What follows belongs to an exercise in optimizing a design on an open flow for small area, a short achievable clock period and few clock cycles per item; a production flow would make more cautious choices. In this exercise RTL edits were held to simulation tests only and were not proved equivalent to the original. Power is estimated from default activity; no workload was simulated.

## flow/design.v (module list and top-level ports; edited modules follow where they fit)
// module classifierTop: 1320 lines
// module csaFA: 10 lines
// module csaHA: 9 lines
module classifierTop (
    input  wire                   i_clk100,
    input  wire                   i_rstN,
    input  wire cnnPkg::camBus_t  i_cam,
    input  wire                   i_start,
    input  wire                   i_cfgWr,
    input  wire [4-1:0] i_cfgAddr,
    input  wire [15:0]            i_cfgData,
    output logic                  o_busy,
    output logic                  o_done,
    output cnnPkg::score_t        o_score,
    output logic                  o_led
);
  // ...
==> flow/flow/run.sh <==
#!/bin/bash
set -euo pipefail
bash standard.sh SETUP_SLACK_MARGIN=6.7 finish > standard.log 2>&1
==> flow/standard.sh <==
#!/bin/bash
# synth_recipe.tcl (not shown) runs the flow's synth.tcl, then flattens the netlist and writes it again
# the make line also repeats each setting of config.mk as NAME=value (left out here)
make -C /OpenROAD-flow-scripts/flow DESIGN_CONFIG=/design/flow/config.mk WORK_HOME=/design/flow/orfs CLKGATE_MAP_FILE= SYNTH_SCRIPT=/design/flow/synth_recipe.tcl "${@:-finish}"
==> flow/config.mk <==
export PLATFORM = sky130hd
export DESIGN_NAME = classifierTop
export DESIGN_NICKNAME = classifierTop
export VERILOG_FILES = /design/flow/design.v
export SDC_FILE = /design/flow/constraint.sdc
export NUM_CORES = 4
export LEC_CHECK = 0
export ABC_AREA = 1
export CAP_MARGIN = 20
export CORE_MARGIN = 2
export CORE_UTILIZATION = 40
export CTS_CLUSTER_DIAMETER = 100
export CTS_CLUSTER_SIZE = 24
export SLEW_MARGIN = 20
export SYNTH_HIERARCHICAL = 1
==> flow/constraint.sdc <==
create_clock -name core_clock -period 10.0 [get_ports {i_clk100}]
set_input_delay 2.0000 -clock core_clock [delete_from_list [all_inputs] [get_ports {i_clk100}]]
set_output_delay 2.0000 -clock core_clock [all_outputs]
set_load 0.01 [all_outputs]
==> results.sh, run 1 <==
export IMPL_final_common_cell="nand2_1"
export IMPL_final_area_um2=32600
export IMPL_final_core_util=0.438
export IMPL_drv_slew=0
export IMPL_final_nets=3420
export IMPL_max_flop_register="lb"
export IMPL_setup_violations=0
export IMPL_crit_arrival_ns=1.25
export IMPL_core_area_um2=74300
export IMPL_via_per_inst=4.90
export IMPL_r2r_start="mUse[2]$_DFFE_PN_"
export IMPL_antenna_found_initial=3
export IMPL_root_buffer="clkbuf_16"
export IMPL_worst_path_max_fanout=2
export IMPL_cp_startpoint="score[17]$_DFF_P_"
export IMPL_drv_cap=0
export IMPL_power_top_group="registers"
export IMPL_n_all_inverters=345
export IMPL_setup_tns_final_ns=0
export IMPL_crit_cells=1
export IMPL_postCtsSetupBuffers=0
export IMPL_finalClockSkew_ns=0.0282
export IMPL_switchingPower_mw=2.32
export IMPL_multi_input_area_share=0.444
export IMPL_hold_path_class="flip-flop to flip-flop"
export IMPL_p_int_mw=4.27
export IMPL_syn_area_um2=30000
export IMPL_overflow=0
export IMPL_taps=969
export IMPL_ant_nets=0
export IMPL_grt_max_degree=83
export IMPL_status="no timing/DRC/antenna violations"
Testbench counts, summed over its fixed seeds: cycles 38,907, tiles 192.
==> run 2: changes to the inputs <==
--- a/flow/config.mk
+++ b/flow/config.mk
@@ -5,7 +5,6 @@
 export SDC_FILE = /design/flow/constraint.sdc
 export NUM_CORES = 4
 export LEC_CHECK = 0
-export ABC_AREA = 1
 export CAP_MARGIN = 20
 export CORE_MARGIN = 2
 export CORE_UTILIZATION = 40
==> results.sh, run 2 <==
export IMPL_dp_hpwl_um=51400
export IMPL_crit_arrival_ns=1.24
export IMPL_routabilityCongestion=0.920
export IMPL_rows=99
export IMPL_syn_area_um2=29600
export IMPL_hold_viol_final=0
export IMPL_syn_to_final_growth_pct=10.4
export IMPL_required_ns=8.00
export IMPL_path_cells="clkdlybuf4s15_1"
export IMPL_core_area_um2=73200
export IMPL_cts_tree="done"
export IMPL_synth_top_area_frac=0.222
export IMPL_cts_buffers_inserted=27
export IMPL_finalCritPeriodShare=0.324
export IMPL_crit_cells=1
export IMPL_powerDensity_nw_per_um2=356
export IMPL_ant_nets=0
export IMPL_synthesis_nets=2776
export IMPL_n_fill_cell=6601
export IMPL_path_delay_family="flip-flops"
export IMPL_synth_async_reset_ratio=0.270
export IMPL_antenna_found_initial=2
export IMPL_insertion_delay_ns=0.63
export IMPL_grt_max_degree=98
export IMPL_yosysWarnings=10
export IMPL_layout_common_cells="nand2_1 (298), fa_1 (293), and3_1 (230)"
export IMPL_hold_depth=0
export IMPL_vdd_drop_max_v=0.000177
export IMPL_wl_met1_um=30400
export IMPL_wl_um=71100
export IMPL_dieArea_um2=76300
export IMPL_yosys_area_top_type="edfxtp_1"
export IMPL_portBuffers=68
export IMPL_chipWidth_um=276
export IMPL_routedWlPerCell_um=21.0
export IMPL_criticalPathCategory="flip-flop to output pin"
export IMPL_hold_path_class="flip-flop to flip-flop"
export IMPL_detailedRoute_firstIterationViolations=1471
export IMPL_syn_instance_count=2348
export IMPL_final_nets=2830
export IMPL_reg2reg_slack_ns=6.77
export IMPL_wl_met2_um=34100
export IMPL_synth_seq_area_share=0.470
export IMPL_leakagePower_nw=14.3
export IMPL_worst_pin_slew_ns=1.06
export IMPL_met3WireLength_um=3570
export IMPL_ys_types=68
export IMPL_io_pins=69
export IMPL_syn_area_per_cell_um2=12.6
export IMPL_dr_max_layer_used="met4"
export IMPL_die_h_um=276
export IMPL_cts_path_max_buffers=3
export IMPL_max_flop_register="lb"
export IMPL_drive_gt1_frac=0.115
export IMPL_worst_path_max_fanout=2
export IMPL_setup_violations=0
export IMPL_grt_use_total=0.185
export IMPL_root_buffer="clkbuf_16"
export IMPL_via_per_inst=5.35
export IMPL_synth_seq_cells=549
export IMPL_total_power_mw=11.6
export IMPL_drv_slew=0
export IMPL_drv_cap=0
export IMPL_layout_min_cycle_time_ns=3.24
export IMPL_numClockSinks=549
export IMPL_setup_ws_ns=6.76
export IMPL_cts_clk_slew_worst_paths_ns=0.10
export IMPL_pre_cts_slack_ns=5.03
export IMPL_max_stage_delay_ns=0.37
export IMPL_postCtsHoldBufs=0
export IMPL_largest_reg_flops=152
export IMPL_top_regs="lb (152), kern (72), aR (65)"
export IMPL_overflow=0
export IMPL_start_util=0.405
export IMPL_max_slew_margin=0.291
export IMPL_firstDrtPassIters=5
export IMPL_vias=18100
export IMPL_startpoint_type="flip-flop"
export IMPL_crit_slowest_cell="dfxtp_2"
export IMPL_max_freq_mhz=309
export IMPL_r2r_cells=5
export IMPL_finalClockSkew_ns=0.0537
export IMPL_synth_most_common_cell="nand2_1"
export IMPL_final_common_cell="nand2_1"
export IMPL_synthFlopType="edfxtp_1"
export IMPL_synth_edf_count=219
export IMPL_cp_num_buf_inv=1
export IMPL_first_global_vias=19000
export IMPL_rsz0062_at_grt="true"
export IMPL_htreeDepth=1
export IMPL_synth_commonest_cells="nand2_1 (300), fa_1 (294), and3_1 (230), edfxtp_1 (219), dfxtp_1 (182)"
export IMPL_synthTopCellsByArea="edfxtp_1 (22%), fa_1 (20%), dfrtp_1 (12%), dfxtp_1 (12%), mux2_2 (5.2%)"
export IMPL_status="no timing/DRC/antenna violations"
export IMPL_crit_path_end_kind="output pin"
export IMPL_final_core_util=0.447
export IMPL_setup_tns_final_ns=0
export IMPL_grt_pass1_wl_um=111000
export IMPL_drc_errors=0
[run 2: power breakdown]
group | switching [mW] | leakage (nW) | internal [mW]
Combinational | 3.44 | 8.48 | 2.87
Sequential | 0.690 | 5.39 | 3.37
Clock | 0.727 | 0.393 | 0.538
[run 2: cell type report]
cell class / count / area, µm² / area share
well taps: 959 / 1200 / 0.0367
flip-flops and latches: 549 / 13900 / 0.426
clock inverters: 5 / 56.3 / 0.00172
repair buffers: 119 / 1290 / 0.0395
clock buffers: 45 / 753 / 0.0230
diodes: 1 / 2.50 / 0.0000765
inverters: 90 / 343 / 0.0105
multi-input cells: 1615 / 15100 / 0.462
[run 2: per-module statistics from Yosys (local to each module, per instance)]
module         cell area (µm²)  flops+latches  copies in the design  cells
csaFA                     20.0              0                   281      1
csaHA                     12.5              0                    14      1
classifierTop            23800            549                     1   2053
[run 2: stage by stage]
stage | instances | area (µm²) | hold slack, ns
3_5_place_dp | 3289 | 31300 | 0.312
4_1_cts | 3367 | 32500 | 0.335
2_1_floorplan | 2348 | 29800 | 0.310
5_1_grt | 3382 | 32700 | 0.355
6_report | 3383 | 32700 | 0.334
3_3_place_gp | 3289 | 31300 | 0.314
[run 2: logic make-up after synthesis]
logic type / count (synthesis) / synth area share
other cells: 1 / 0.000126
xor+xnor: 81 / 0.0239
fa+ha+maj: 394 / 0.241
flops: 549 / 0.470
buf+inv: 187 / 0.0248
simple gates: 785 / 0.133
compound gates: 179 / 0.0399
mux: 172 / 0.0677
[run 2: what timing repair did]
action                                  in CTS  in global routing
gates cloned                                 6                  2
endpoints found under the hold margin        0                  0
resized for setup                           61                 31
setup buffers                               22                 13
endpoints found under the setup margin     360                108
pin swaps                                    7                  8
[run 2: worst paths after layout]
check                                   startpoint                     end
max in group asynchronous                   i_rstN    bias[12]$_DFFE_PN0P_
min in group asynchronous                   i_rstN  kern[0][0]$_DFFE_PN0P_
worst min-delay path                 aR[1]$_DFF_P_          cs0[1]$_DFF_P_
worst min register to register       aR[1]$_DFF_P_          cs0[1]$_DFF_P_
worst max register to register  lb[0][1]$_DFFE_PP_          aR[55]$_DFF_P_
worst max-delay path             score[16]$_DFF_P_             o_score[16]
[run 2: per-layer routing]
layer,track usage,up-vias
met5,0,-
met4,0.0702,0
met3,0.0212,131
met2,0.309,549
met1,0.248,9278
li1,-,8142
==> run 3: changes to the inputs <==
==> flow/flow/run.sh (replaced) <==
#!/bin/bash
set -euo pipefail
bash standard.sh SETUP_SLACK_MARGIN=6.9 "BUFFER_PORTS_ARGS=-buffer_cell sky130_fd_sc_hd__buf_2" finish > standard.log 2>&1
==> results.sh, run 3 <==
export IMPL_status="no timing/DRC/antenna violations"
export IMPL_drive_gt1_frac=0.180
export IMPL_hold_viol_final=0
export IMPL_root_buffer="clkbuf_16"
export IMPL_firstDrtPassIters=6
export IMPL_vdd_drop_max_v=0.000181
export IMPL_portBuffers=68
export IMPL_synth_xor_area_share=0.0239
export IMPL_reg2reg_slack_ns=6.81
export IMPL_rsz0062_at_grt="true"
export IMPL_yosys_area_top_type="edfxtp_1"
export IMPL_drv_cap=0
export IMPL_syn_area_um2=29600
export IMPL_final_cell_count_no_fill=3425
export IMPL_grt_max_degree=103
export IMPL_drv_slew=0
export IMPL_dp_hpwl_um=51600
export IMPL_synth_most_common_cell="nand2_1"
export IMPL_insertion_delay_ns=0.61
export IMPL_pre_cts_slack_ns=5.45
export IMPL_chipWidth_um=276
export IMPL_routabilityCongestion=0.957
export IMPL_rows=99
export IMPL_postCtsHoldBufs=0
export IMPL_synth_seq_area_share=0.470
export IMPL_cts_clk_slew_worst_paths_ns=0.10
export IMPL_final_area_um2=33200
export IMPL_n_fill_cell=6563
export IMPL_final_core_util=0.454
export IMPL_detailedRoute_firstIterationViolations=1373
export IMPL_timing_rr_end="fv[7]$_DFFE_PP_"
export IMPL_top_regs="lb (152), kern (72), aR (65)"
export IMPL_finalCritPeriodShare=0.319
export IMPL_core_area_um2=73200
export IMPL_cp_startpoint="tCRight$_DFF_P_"
export IMPL_first_global_vias=19000
export IMPL_hold_path_class="flip-flop to flip-flop"
export IMPL_synthTopCellsByArea="edfxtp_1 (22%), fa_1 (20%), dfrtp_1 (12%), dfxtp_1 (12%), mux2_2 (5.2%)"
export IMPL_die_h_um=276
export IMPL_via_per_inst=5.33
export IMPL_leakagePower_nw=14.5
export IMPL_io_pins=69
export IMPL_layout_common_cells="nand2_1 (297), fa_1 (283), and3_1 (230)"
export IMPL_multi_input_area_um2=15400
export IMPL_ant_nets=0
export IMPL_cts_path_max_buffers=3
export IMPL_finalClockSkew_ns=0.0261
export IMPL_worstHoldStart="aR[0]$_DFF_P_"
export IMPL_synth_edf_count=219
export IMPL_wl_um=71700
export IMPL_crit_path_end_kind="flip-flop"
export IMPL_setup_tns_final_ns=0
export IMPL_hold_depth=0
export IMPL_dieArea_um2=76300
export IMPL_antenna_found_initial=3
export IMPL_synth_seq_cells=549
export IMPL_cts_buffers_inserted=28
export IMPL_final_nets=2872
export IMPL_synthFlopType="edfxtp_1"
export IMPL_total_power_mw=12.1
export IMPL_vias=18300
export IMPL_numClockSinks=549
export IMPL_whs_ns=0.335
export IMPL_routedWlPerCell_um=20.9
export IMPL_yosysWarnings=10
export IMPL_worst_path_max_fanout=6
export IMPL_min_to="cs0[0]$_DFF_P_"
export IMPL_r2r_start="tCRight$_DFF_P_"
export IMPL_r2r_cells=13
export IMPL_synth_commonest_cells="nand2_1 (300), fa_1 (294), and3_1 (230), edfxtp_1 (219), dfxtp_1 (182)"
export IMPL_synth_async_reset_ratio=0.270
export IMPL_powerDensity_nw_per_um2=363
export IMPL_final_common_cell="nand2_1"
export IMPL_max_slew_margin=0.296
export IMPL_max_freq_mhz=314
export IMPL_cts_tree="done"
export IMPL_grt_pass1_wl_um=112000
export IMPL_drc_errors=0
export IMPL_syn_instance_count=2348
export IMPL_worst_pin_slew_ns=1.06
export IMPL_synthesis_nets=2776
export IMPL_synth_simple_area_share=0.133
export IMPL_dp_cells=3288
export IMPL_largest_reg_flops=152
export IMPL_setup_ws_ns=6.81
export IMPL_ys_types=68
export IMPL_start_util=0.405
export IMPL_synth_top_family_by_area="adder cells"
export IMPL_synth_fa_ha_area_frac=0.241
export IMPL_yosys_mux_area_fraction=0.0677
export IMPL_crit_arrival_ns=3.54
export IMPL_syn_area_per_cell_um2=12.6
export IMPL_placed_area_um2=30900
export IMPL_required_ns=10.36
export IMPL_regArea_um2=14000
export IMPL_startpoint_type="flip-flop"
export IMPL_setup_violations=0
export IMPL_overflow=0
export IMPL_synth_compound_area_frac=0.0399
export IMPL_max_flop_register="lb"
export IMPL_synth_top_area_frac=0.222
export IMPL_criticalPathCategory="flip-flop to flip-flop"
export IMPL_layout_min_cycle_time_ns=3.19
export IMPL_htreeDepth=1
export IMPL_syn_to_final_growth_pct=12.1
export IMPL_grt_use_total=0.185
==> run 3: worst max-delay path by stage <==
stage                                      to  slack, ns  cells after the start
after CTS                              o_busy       6.82                      1
after floorplan            lb[0][0]$_DFFE_PP_       6.46                      4
after global placement    lb[11][2]$_DFFE_PN_       5.51                      5
final                         fv[7]$_DFFE_PP_       6.81                     13
after global routing          fv[7]$_DFFE_PP_       6.65                     13
after detailed placement  lb[13][2]$_DFFE_PN_       5.45                      5
==> run 3: Yosys stat by module (local to each module, per instance) <==
module,cells,area (µm²)
classifierTop,2053,23800
csaFA,1,20.0
csaHA,1,12.5
==> run 3: critical path, stage by stage, from the launching register on <==
cell      delay, ns
dfxtp_4        0.43
mux2i_1        0.20
nor2_1         0.06
ha_2           0.20
fa_2           0.40
a21oi_2        0.16
o211ai_1       0.18
o311ai_2       0.39
buf_4          0.18
buf_6          0.11
nand2b_4       0.07
a31oi_2        0.15
xnor2_1        0.15
mux2_4         0.28
==> run 3: what timing repair did <==
| action | 4_1_cts | 5_1_grt |
|---|---|---|
| gates cloned | 4 | 2 |
| resized for setup | 77 | 73 |
| pin swaps | 12 | 32 |
| setup endpoints to repair | 362 | 279 |
| buffers inserted | 40 | 38 |
==> run 3: cell families after synthesis <==
logic type,Yosys count
simple gates,785
other cells,1
xor+xnor,81
compound gates,179
buf+inv,187
flops,549
fa+ha+maj,394
mux,172
==> run 3: layout make-up <==
cell class,instances,share of cell area
antenna,1,0.0000753
multi-input combinational,1615,0.462
clock buffer,45,0.0236
sequential,549,0.421
clock inverter,6,0.00241
inverter,90,0.0103
timing repair buffer,160,0.0445
tap,959,0.0361
==> run 3: per-layer routing <==
metal,vias to the layer above,track usage,wire length [µm]
li1,8226,-,-
met5,-,0,0
met2,457,0.309,34400
met3,103,0.0199,3180
met1,9465,0.253,31500
met4,0,0.0631,2610
==> run 3: where the power goes <==
| part | internal [mW] | switching (mW) | total (mW) |
|---|---|---|---|
| registers | 3.39 | 0.649 | 4.04 |
| clock network | 0.569 | 0.736 | 1.31 |
| logic | 3.09 | 3.63 | 6.71 |
==> run 4: changes to the inputs <==
==> flow/flow/run.sh (replaced) <==
#!/bin/bash
set -euo pipefail
bash standard.sh SETUP_SLACK_MARGIN=6.7 "BUFFER_PORTS_ARGS=-buffer_cell sky130_fd_sc_hd__buf_2" finish > standard.log 2>&1
--- a/flow/config.mk
+++ b/flow/config.mk
@@ -8,6 +8,7 @@
 export CAP_MARGIN = 20
 export CORE_MARGIN = 2
 export CORE_UTILIZATION = 40
+export CTS_BUF_LIST = sky130_fd_sc_hd__clkbuf_8 sky130_fd_sc_hd__clkbuf_16
 export CTS_CLUSTER_DIAMETER = 100
 export CTS_CLUSTER_SIZE = 24
 export SLEW_MARGIN = 20
==> results.sh, run 4 <==
export IMPL_status="no timing/DRC/antenna violations"
export IMPL_synth_top_family_by_area="adder cells"
export IMPL_wl_um=71000
export IMPL_cp_num_buf_inv=0
export IMPL_antenna_cells=0
export IMPL_finalClockSkew_ns=0.0426
export IMPL_vdd_drop_max_v=0.000209
export IMPL_yosys_mux_area_fraction=0.0677
export IMPL_finalCritPeriodShare=0.324
export IMPL_ant_nets=0
export IMPL_detailedRoute_firstIterationViolations=1510
export IMPL_synth_top_area_frac=0.222
export IMPL_layout_min_cycle_time_ns=3.24
export IMPL_top_regs="lb (152), kern (72), aR (65)"
export IMPL_cts_buffers_inserted=29
export IMPL_synth_async_reset_ratio=0.270
export IMPL_setup_tns_final_ns=0
export IMPL_crit_top_cell="fa_1"
export IMPL_path_delay_family="adder cells"
export IMPL_routabilityCongestion=0.888
export IMPL_max_flop_register="lb"
export IMPL_powerDensity_nw_per_um2=364
export IMPL_grt_use_total=0.185
export IMPL_overflow=0
export IMPL_rows=99
export IMPL_yosysWarnings=10
export IMPL_largest_reg_flops=152
export IMPL_dp_hpwl_um=51800
export IMPL_max_slew_margin=0.325
export IMPL_antenna_found_initial=2
export IMPL_hold_viol_final=0
export IMPL_whs_ns=0.334
export IMPL_vias=18100
export IMPL_final_core_util=0.442
export IMPL_core_area_um2=73200
export IMPL_crit_slowest_cell="edfxtp_1"
export IMPL_chipWidth_um=276
export IMPL_cts_path_max_buffers=3
export IMPL_setup_violations=0
export IMPL_synth_simple_area_share=0.133
export IMPL_path_cells="and3_1 -> fa_1 -> fa_1 -> fa_1 -> fa_1"
export IMPL_rsz0062_at_grt="false"
export IMPL_portBuffers=68
export IMPL_ys_types=68
export IMPL_die_h_um=276
export IMPL_synth_commonest_cells="nand2_1 (300), fa_1 (294), and3_1 (230), edfxtp_1 (219), dfxtp_1 (182)"
export IMPL_synthesis_nets=2776
export IMPL_syn_to_final_growth_pct=9.07
export IMPL_pre_cts_slack_ns=5.48
export IMPL_max_freq_mhz=308
export IMPL_crit_path_end_kind="flip-flop"
export IMPL_numClockSinks=549
export IMPL_synthTopCellsByArea="edfxtp_1 (22%), fa_1 (20%), dfrtp_1 (12%), dfxtp_1 (12%), mux2_2 (5.2%)"
export IMPL_crit_arrival_ns=3.70
export IMPL_cts_clk_slew_worst_paths_ns=0.10
export IMPL_n_fill_cell=6619
export IMPL_startpoint_type="flip-flop"
export IMPL_drv_cap=0
export IMPL_total_power_mw=11.8
export IMPL_synth_most_common_cell="nand2_1"
export IMPL_first_global_vias=19100
export IMPL_firstDrtPassIters=6
export IMPL_via_per_inst=5.37
export IMPL_worst_path_max_fanout=10
export IMPL_hold_path_class="flip-flop to flip-flop"
export IMPL_worst_pin_slew_ns=1.01
export IMPL_dieArea_um2=76300
export IMPL_root_buffer="clkbuf_16"
export IMPL_criticalPathCategory="flip-flop to flip-flop"
export IMPL_final_nets=2822
export IMPL_required_ns=10.46
export IMPL_syn_area_um2=29600
export IMPL_max_stage_delay_ns=0.63
export IMPL_postCtsHoldBufs=0
export IMPL_leakagePower_nw=14.3
export IMPL_synthFlopType="edfxtp_1"
export IMPL_setup_ws_ns=6.76
export IMPL_synth_edf_count=219
export IMPL_layout_common_cells="nand2_1 (298), fa_1 (293), and3_1 (230)"
export IMPL_cts_tree="done"
export IMPL_synth_seq_area_share=0.470
export IMPL_start_util=0.405
export IMPL_insertion_delay_ns=0.62
export IMPL_drive_gt1_frac=0.139
export IMPL_syn_area_per_cell_um2=12.6
export IMPL_io_pins=69
export IMPL_htreeDepth=1
export IMPL_synth_fa_ha_area_frac=0.241
export IMPL_synth_xor_area_share=0.0239
export IMPL_grt_max_degree=90
export IMPL_yosys_area_top_type="edfxtp_1"
export IMPL_drc_errors=0
export IMPL_routedWlPerCell_um=21.1
export IMPL_grt_pass1_wl_um=111000
export IMPL_synth_compound_area_frac=0.0399
export IMPL_synth_seq_cells=549
export IMPL_final_common_cell="nand2_1"
export IMPL_syn_instance_count=2348
export IMPL_drv_slew=0
[run 4: worst reg2reg max path, stage by stage, from the launching register on]
cell and delay (ns):
edfxtp_1 0.63, and3_1 0.32, fa_1 0.46, fa_1 0.57, fa_1 0.56, fa_1 0.54
[run 4: per-module statistics from Yosys, one instance, submodules excluded]
module         cells  cell area (µm²)  copies in the design
classifierTop   2053            23800                     1
csaHA              1             12.5                    14
csaFA              1             20.0                   281
[run 4: layout make-up]
class                      count  area [µm²]  area share
tap                          959        1200      0.0371
timing repair buffer         109         848      0.0262
sequential                   549       13900       0.431
clock inverter                22         148     0.00457
inverter                      90         343      0.0106
clock buffer                  30         739      0.0229
multi-input combinational   1615       15100       0.468
[run 4: through the flow]
step | instances | instance area [µm²]
CTS | 3364 | 32100
finish | 3374 | 32300
global route | 3374 | 32300
global placement | 3289 | 30900
detailed placement | 3289 | 30900
floorplan | 2348 | 29800
[run 4: metal layers]
metal | up-vias | wire (µm) | track usage | part of all wire
li1 | 8121 | - | - | -
met1 | 9362 | 31300 | 0.250 | 0.44
met2 | 506 | 34200 | 0.313 | 0.48
met3 | 112 | 3060 | 0.0185 | 0.043
met4 | 2 | 2410 | 0.0593 | 0.034
met5 | - | 13 | 0 | 0.00018
[run 4: what timing repair did]
action / CTS / global route
gates cloned: 5 / 1
pin swaps: 7 / 7
endpoints found under the setup margin: 240 / 153
buffers inserted: 18 / 9
gates resized for setup: 16 / 18
[run 4: final timing paths]
check,from,to,slack (ns),cells past startpoint
max in group asynchronous,i_rstN,bias[12]$_DFFE_PN0P_,7.10,3
worst min register to register,aR[0]$_DFF_P_,cs0[0]$_DFF_P_,0.33,0
min in group asynchronous,i_rstN,kern[4][7]$_DFFE_PN0P_,1.30,1
worst min-delay path,aR[0]$_DFF_P_,cs0[0]$_DFF_P_,0.33,0
worst max register to register,lb[2][3]$_DFFE_PP_,aR[54]$_DFF_P_,6.76,5
worst max-delay path,lb[2][3]$_DFFE_PP_,aR[54]$_DFF_P_,6.76,5
[run 4: kinds of logic after synthesis]
logic type / Yosys count
buffers and inverters: 187
AND/OR/NAND/NOR: 785
XOR/XNOR: 81
AO/OA/AOI/OAI: 179
adder cells (fa/ha/maj): 394
flip-flops: 549
other: 1
multiplexers: 172
[run 4: where the power goes]
part	switching, mW	internal, mW
sequential	0.716	3.37
clock	0.756	0.556
combinational	3.52	2.86
total	4.99	6.79
==> run 5: changes to the inputs <==
--- a/flow/config.mk
+++ b/flow/config.mk
@@ -8,7 +8,6 @@
 export CAP_MARGIN = 20
 export CORE_MARGIN = 2
 export CORE_UTILIZATION = 40
-export CTS_BUF_LIST = sky130_fd_sc_hd__clkbuf_8 sky130_fd_sc_hd__clkbuf_16
 export CTS_CLUSTER_DIAMETER = 100
 export CTS_CLUSTER_SIZE = 24
 export SLEW_MARGIN = 20
==> results.sh, run 5 <==
export IMPL_powerDensity_nw_per_um2=364
export IMPL_layout_min_cycle_time_ns=3.23
export IMPL_start_util=0.405
export IMPL_r2r_cells=5
export IMPL_r2r_start="lb[2][3]$_DFFE_PP_"
export IMPL_detailedRoute_firstIterationViolations=1391
export IMPL_dieArea_um2=76300
export IMPL_final_common_cell="nand2_1"
export IMPL_vdd_drop_max_v=0.000211
export IMPL_syn_area_per_cell_um2=12.6
export IMPL_vias=18000
export IMPL_first_global_vias=19100
export IMPL_criticalPathCategory="flip-flop to flip-flop"
export IMPL_overflow=0
export IMPL_synthFlopType="edfxtp_1"
export IMPL_insertion_delay_ns=0.63
export IMPL_routabilityCongestion=0.888
export IMPL_drv_cap=0
export IMPL_rsz0062_at_grt="false"
export IMPL_synth_seq_area_share=0.470
export IMPL_antenna_found_initial=2
export IMPL_layout_common_cells="nand2_1 (298), fa_1 (293), and3_1 (230)"
export IMPL_finalCritPeriodShare=0.323
export IMPL_drc_errors=0
export IMPL_yosys_area_top_type="edfxtp_1"
export IMPL_ys_types=68
export IMPL_hold_path_class="flip-flop to flip-flop"
export IMPL_synth_most_common_cell="nand2_1"
export IMPL_synth_async_reset_ratio=0.270
export IMPL_wl_um=70900
export IMPL_cts_path_max_buffers=3
export IMPL_dp_hpwl_um=51800
export IMPL_top_regs="lb (152), kern (72), aR (65)"
export IMPL_syn_instance_count=2348
export IMPL_cts_tree="done"
export IMPL_rows=99
export IMPL_worst_pin_slew_ns=1.06
export IMPL_max_slew_margin=0.294
export IMPL_required_ns=10.46
export IMPL_via_per_inst=5.33
export IMPL_final_nets=2822
export IMPL_status="no timing/DRC/antenna violations"
export IMPL_max_flop_register="lb"
export IMPL_drive_gt1_frac=0.139
export IMPL_leakagePower_nw=14.2
export IMPL_synthesis_nets=2776
export IMPL_worstHoldStart="aR[1]$_DFF_P_"
export IMPL_startpoint_type="flip-flop"
export IMPL_numClockSinks=549
export IMPL_routedWlPerCell_um=21.0
export IMPL_synth_edf_count=219
export IMPL_cts_clk_slew_worst_paths_ns=0.10
export IMPL_synth_top_area_frac=0.222
export IMPL_ant_nets=0
export IMPL_whs_ns=0.334
export IMPL_htreeDepth=1
export IMPL_synth_commonest_cells="nand2_1 (300), fa_1 (294), and3_1 (230), edfxtp_1 (219), dfxtp_1 (182)"
export IMPL_max_freq_mhz=310
export IMPL_die_h_um=276
export IMPL_total_power_mw=11.8
export IMPL_min_to="cs0[1]$_DFF_P_"
export IMPL_setup_tns_final_ns=0
export IMPL_antenna_cells=0
export IMPL_crit_arrival_ns=3.69
export IMPL_grt_pass1_wl_um=111000
export IMPL_finalClockSkew_ns=0.0465
export IMPL_final_core_util=0.442
export IMPL_syn_to_final_growth_pct=9.08
export IMPL_postCtsHoldBufs=0
export IMPL_synthTopCellsByArea="edfxtp_1 (22%), fa_1 (20%), dfrtp_1 (12%), dfxtp_1 (12%), mux2_2 (5.2%)"
export IMPL_portBuffers=68
export IMPL_core_area_um2=73200
export IMPL_hold_depth=0
export IMPL_largest_reg_flops=152
export IMPL_synth_seq_cells=549
export IMPL_firstDrtPassIters=6
export IMPL_crit_path_end_kind="flip-flop"
export IMPL_timing_rr_end="aR[54]$_DFF_P_"
export IMPL_hold_viol_final=0
export IMPL_drv_slew=0
export IMPL_cts_buffers_inserted=29
export IMPL_grt_use_total=0.185
export IMPL_root_buffer="clkbuf_16"
export IMPL_setup_ws_ns=6.77
export IMPL_io_pins=69
export IMPL_syn_area_um2=29600
export IMPL_pre_cts_slack_ns=5.48
export IMPL_setup_violations=0
export IMPL_worst_path_max_fanout=10
export IMPL_grt_max_degree=90
export IMPL_yosysWarnings=10
export IMPL_chipWidth_um=276
export IMPL_reg2reg_slack_ns=6.77
run 5: cell counts after synthesis:
Identical to the previous run, type by type.
run 5: cell families after synthesis:
kind of cell | after synthesis | share of synthesized area
other | 1 | 0.000126
xor gates and xnor gates | 81 | 0.0239
buffers and inverters | 187 | 0.0248
AOI/OAI and AO/OA | 179 | 0.0399
muxes | 172 | 0.0677
DFF | 549 | 0.470
and+or+nand+nor | 785 | 0.133
adders and majority gates | 394 | 0.241
run 5: report_power, final:
part	switching [mW]	internal, mW	leakage (nW)
sequential	0.714	3.37	5.39
combinational	3.51	2.86	8.38
clock	0.753	0.571	0.427
total	4.98	6.80	14.2
run 5: per-layer routing:
metal / global-route usage / wire length [µm] / vias up / share of wire
met5: 0 / 13 / - / 0.00018
met4: 0.0594 / 2400 / 2 / 0.034
met3: 0.0185 / 3150 / 115 / 0.044
met2: 0.313 / 34200 / 493 / 0.48
met1: 0.250 / 31100 / 9267 / 0.44
li1: - / - / 8123 / -
run 5: timing repair:
item,4_1_cts,5_1_grt
setup endpoints to repair,240,152
setup buffers,18,9
gates cloned,5,1
resized for setup,16,19
pin swaps,7,7
run 5: worst max-delay path by stage:
| stage | start | end | slack [ns] | cells past startpoint |
|---|---|---|---|---|
| final | lb[2][3]$_DFFE_PP_ | aR[54]$_DFF_P_ | 6.77 | 5 |
| after global placement | i_cam[8] | lb[17][2]$_DFFE_PP_ | 5.53 | 5 |
| after detailed placement | i_cam[8] | lb[16][6]$_DFFE_PP_ | 5.48 | 5 |
| after CTS | i_cam[8] | lb[9][6]$_DFFE_PP_ | 6.71 | 5 |
| after floorplan | i_cam[8] | lb[0][0]$_DFFE_PP_ | 6.46 | 4 |
| after global routing | tCRight$_DFF_P_ | fv[13]$_DFFE_PP_ | 6.68 | 16 |
run 5: area by class of cell:
type | instances | area (µm²)
Clock buffer | 45 | 796
Clock inverter | 7 | 91.3
Fill cell | 6619 | 40900
Inverter | 90 | 343
Multi-Input combinational cell | 1615 | 15100
Sequential cell | 549 | 13900
Tap cell | 959 | 1200
Timing Repair Buffer | 109 | 848
run 5: through the flow:
step,cell area (µm²),instances
final,32300,3374
after global routing,32300,3374
after CTS,32100,3364
after detailed placement,30900,3289
after global placement,30900,3289
after floorplan,29800,2348
run 5: worst max-delay path, cell delays in order (launching register included):
cell and delay, ns:
edfxtp_1 0.63, and3_1 0.31, fa_1 0.46, fa_1 0.57, fa_1 0.55, fa_1 0.54
run 5: Yosys stat by module (local to each module, per instance):
module         area (µm²)  flip-flops and latches
classifierTop       23800                     549
csaHA                12.5                       0
csaFA                20.0                       0

-- separate check: timing with driven ports --
How much do the figures lean on ideal ports? The routed layouts below were timed once more, with nothing changed but the port constraints. Step 1 sets driving cells, clkbuf_16 on the clock port and buf_2 on the other inputs (assumed; they add their load-dependent delay and slew). Step 2, shift: input delay + t, output delay - t, t = (earliest + latest rising clock arrival at the registers) / 2. This alone moves slack from input paths to output paths. Three values: no drivers, after step 1, after step 2; two values: the first two.
run	t (ns)	setup WS [ns]	hold slack, ns
run 1	0.669	6.748 / 6.685 / 6.152	0.333 / 0.333 / 0.333
run 2	0.669	6.760 / 6.696 / 6.417	0.334 / 0.334 / 0.334
run 3	0.655	6.814 / 6.789 / 6.365	0.335 / 0.335 / 0.335
run 4	0.668	6.755 / 6.731 / 6.199	0.334 / 0.334 / 0.334
run 5	0.667	6.771 / 6.733 / 6.250	0.334 / 0.334 / 0.334
After both steps setup and hold are still met in every run listed. The setup slack of run 1, which loses most, moves by -0.063 ns with the drivers and by -0.596 ns with both steps.
